This design comes from an exercise in tuning for small area and a short achievable clock period on the open sky130 flow, not from production work. Function was checked by simulation only, so behaviour that the tests miss may differ from the original. No activity file was given, so power comes from the tool's default toggle rates.

Setup of v6:
==> flow/design.v <==
`timescale 1ns/100ps
package tlb_pkg;
    localparam int word_width   = 32;
    localparam int vpn2_width   = 19;
    localparam int asid_width   = 8;
    localparam int mask_width   = 12;
    localparam int pfn_width    = 20;
    localparam int cache_width  = 3;
    localparam int offset_width = 12;
    localparam int lo_width     = pfn_width + cache_width + 2;
    localparam int result_width = 1 + word_width + cache_width + 2 + 2;
    localparam int odd_page_bit = 12;
    localparam logic [1:0] exc_none    = 2'd0;
    localparam logic [1:0] exc_refill  = 2'd1;
    localparam logic [1:0] exc_invalid = 2'd2;
    localparam logic [1:0] exc_modify  = 2'd3;
endpackage
`timescale 1ns/100ps
module tlb_entry_store #(
    parameter int num_entries = 32,
    parameter int index_width = 5,
    parameter int ew          = 90
) (
    input  logic                        clk,
    input  logic                        rst_n,
    input  logic                        wen,
    input  logic [index_width-1:0]      index,
    input  logic [127:0]                cp0,
    output logic [num_entries-1:0]      loaded,
    output logic [num_entries*ew-1:0]   entries,
    output logic [127:0]                read_regs
);
    logic [ew-1:0] wdata;
    assign wdata = {cp0[127:109], cp0[103:96], cp0[88:77],
                    cp0[32] & cp0[0], cp0[57:33], cp0[25:1]};
    logic [num_entries-1:0] we;
    for (genvar i = 0; i < num_entries; i++)
    begin : g_entry
        logic [ew-1:0] q;
        assign we[i] = wen && (index == index_width'(i));
        always_ff @(posedge clk)
        begin
            if (we[i])
                q <= wdata;
        end
        assign entries[i*ew +: ew] = q;
    end
    always_ff @(posedge clk or negedge rst_n)
    begin
        if (!rst_n)
            loaded <= '0;
        else
            loaded <= loaded | we;
    end
    logic [ew-1:0] rd;
    assign rd = entries[index*ew +: ew];
    assign read_regs = {rd[89:71], 5'b0, rd[70:63],
                        7'b0, rd[62:51], 13'b0,
                        6'b0, rd[49:25], rd[50],
                        6'b0, rd[24:0], rd[50]};
endmodule
`timescale 1ns/100ps
module tlb_lookup_port #(
    parameter int num_entries = 32,
    parameter int ew          = 90
) (
    input  logic [31:0]                 vaddr,
    input  logic [num_entries-1:0]      en,
    input  logic [num_entries*ew-1:0]   entries,
    output logic [39:0]                 result
);
    logic [num_entries-1:0]    hit_vec;
    logic                      hit;
    logic                      odd;
    logic [num_entries*27-1:0] half;
    logic [26:0]               picked;    
    assign odd = vaddr[12];
    for (genvar i = 0; i < num_entries; i++)
    begin : g_match
        logic [18:0] e_vpn2;
        logic [11:0] e_mask;
        logic [24:0] e_lo;
        assign e_vpn2 = entries[i*ew + 71 +: 19];
        assign e_mask = entries[i*ew + 51 +: 12];
        assign hit_vec[i] = en[i]
                            && (vaddr[31:25] == e_vpn2[18:12])
                            && (((vaddr[24:13] ^ e_vpn2[11:0]) & ~e_mask) == '0);
        assign e_lo = odd ? entries[i*ew +: 25] : entries[i*ew + 25 +: 25];
        assign half[i*27 +: 27] = {e_lo, ~(e_lo[0] & e_lo[1]), ~(e_lo[0] & ~e_lo[1])};
    end
    assign hit = |hit_vec;
    always_comb
    begin
        picked = '0;
        for (int i = 0; i < num_entries; i++)
            picked = picked | (half[i*27 +: 27] & {27{hit_vec[i]}});
    end
    assign result = {hit, picked[26:7], vaddr[11:0] & {12{hit}}, picked[6:2],
                     picked[1], ~picked[0]};
endmodule
`timescale 1ns/100ps
module tlb_probe #(
    parameter int num_entries = 32,
    parameter int index_width = 5,
    parameter int ew          = 90
) (
    input  logic [18:0]                 vpn2,
    input  logic [num_entries-1:0]      en,
    input  logic [num_entries*ew-1:0]   entries,
    output logic                        probe_hit,
    output logic [index_width-1:0]      probe_index
);
    logic [num_entries-1:0] hit_vec;
    for (genvar i = 0; i < num_entries; i++)
    begin : g_probe
        assign hit_vec[i] = en[i] && (entries[i*ew + 71 +: 19] == vpn2);
    end
    assign probe_hit = |hit_vec;
    always_comb
    begin
        probe_index = '0;
        for (int i = 0; i < num_entries; i++)
            probe_index = probe_index | (index_width'(i) & {index_width{hit_vec[i]}});
    end
endmodule
`timescale 1ns/100ps
module tlb_top (
    input  logic         clk,
    input  logic         rst_n,
    input  logic         wen,
    input  logic [4:0]   index,
    input  logic [127:0] cp0,
    input  logic [31:0]  inst_vaddr,
    input  logic [31:0]  data_vaddr,
    output logic [39:0]  inst_result,
    output logic [39:0]  data_result,
    output logic [127:0] read_regs,
    output logic         probe_hit,
    output logic [4:0]   probe_index
);
    localparam int num_entries = 32;
    localparam int index_width = 5;
    localparam int ew          = 90;
    logic [num_entries-1:0]    loaded;
    logic [num_entries*ew-1:0] entries;
    logic [num_entries-1:0]    en;
    tlb_entry_store #(
        .num_entries (num_entries),
        .index_width (index_width),
        .ew          (ew)
    ) u_store (
        .clk       (clk),
        .rst_n     (rst_n),
        .wen       (wen),
        .index     (index),
        .cp0       (cp0),
        .loaded    (loaded),
        .entries   (entries),
        .read_regs (read_regs)
    );
    for (genvar i = 0; i < num_entries; i++)
    begin : g_en
        assign en[i] = loaded[i]
                       && (entries[i*ew + 50] || (entries[i*ew + 63 +: 8] == cp0[103:96]));
    end
    tlb_lookup_port #(
        .num_entries (num_entries),
        .ew          (ew)
    ) u_inst_port (
        .vaddr   (inst_vaddr),
        .en      (en),
        .entries (entries),
        .result  (inst_result)
    );
    tlb_lookup_port #(
        .num_entries (num_entries),
        .ew          (ew)
    ) u_data_port (
        .vaddr   (data_vaddr),
        .en      (en),
        .entries (entries),
        .result  (data_result)
    );
    tlb_probe #(
        .num_entries (num_entries),
        .index_width (index_width),
        .ew          (ew)
    ) u_probe (
        .vpn2        (cp0[127:109]),
        .en          (en),
        .entries     (entries),
        .probe_hit   (probe_hit),
        .probe_index (probe_index)
    );
endmodule
export LEC_CHECK = 0
export CAP_MARGIN = 20
export CORE_MARGIN = 2
export CORE_UTILIZATION = 40
export CTS_BUF_LIST = sky130_fd_sc_hd__clkbuf_8
export CTS_CLUSTER_DIAMETER = 100
export CTS_CLUSTER_SIZE = 12
export SETUP_SLACK_MARGIN = 2.0
export SLEW_MARGIN = 20
create_clock -name core_clock -period 8.0 [get_ports {clk}]
standard.sh (not shown) runs the stock make flow with config.mk's settings and CLKGATE_MAP_FILE= SYNTH_SCRIPT=/design/flow/synth_recipe.tcl, a recipe that flattens the netlist after the stock synthesis.
==> flow/flow/run.sh <==
#!/bin/bash
set -euo pipefail
bash standard.sh MATCH_CELL_FOOTPRINT=0 \
    "BUFFER_PORTS_ARGS=-buffer_cell sky130_fd_sc_hd__buf_4" \
    finish > flow_make.log 2>&1
Modified inputs, v7 compared to v6
# v6
export LEC_CHECK = 0
export CAP_MARGIN = 20
export CORE_MARGIN = 2
export CORE_UTILIZATION = 40
export CTS_BUF_LIST = sky130_fd_sc_hd__clkbuf_8
export CTS_CLUSTER_DIAMETER = 100
export CTS_CLUSTER_SIZE = 12
export SETUP_SLACK_MARGIN = 2.0
export SLEW_MARGIN = 20
create_clock -name core_clock -period 8.0 [get_ports {clk}]
# v7
export LEC_CHECK = 0
export CAP_MARGIN = 30
export CORE_MARGIN = 2
export CORE_UTILIZATION = 40
export CTS_BUF_LIST = sky130_fd_sc_hd__clkbuf_8
export CTS_CLUSTER_DIAMETER = 100
export CTS_CLUSTER_SIZE = 12
export SETUP_SLACK_MARGIN = 2.0
export SLEW_MARGIN = 30
create_clock -name core_clock -period 8.0 [get_ports {clk}]
Findings:
Relative to v6, routed wire length has gone down in v7. Looking at combined area of the multi-input logic cells, v7 sits below v6. [compare] base=v6 new=v7: number of I/O port buffers shows no meaningful change; post-route total power about even; via count went up about 0.33%; sequential cell count held; first-pass GRT wire length shrank by 3600 um. v7 packs its core more loosely than v6.

-- what the ideal ports hide --
How much do the figures lean on ideal ports? The routed layouts below were timed once more, with nothing changed but the port constraints.
Step 1 sets driving cells, clkbuf_16 on the clock port and buf_2 on the other inputs (assumed; they add their load-dependent delay and slew).
Step 2 times the ports against the registers' clock, not the clock port: input delays grow and output delays shrink by t, the midpoint of the rising clock arrivals with the driver on.
Three values: ideal, step 1, step 2; two values: the first two.
run	t, ns	setup slack, ns	hold slack, ns	slew at the worst register clock pin (ns)	worst slew at a driven data input, ns
v6	1.262	1.679 / 1.488 / 1.488	0.477 / 0.397 / 0.494	0.11 / 0.11	0.49
v7	1.246	1.716 / 1.498 / 1.498	0.467 / 0.392 / 0.471	0.11 / 0.11	0.53
After both steps setup and hold are still met in every run listed. For v7, which loses most, drivers alone change the setup slack by -0.218 ns; drivers and shift together by -0.218 ns.
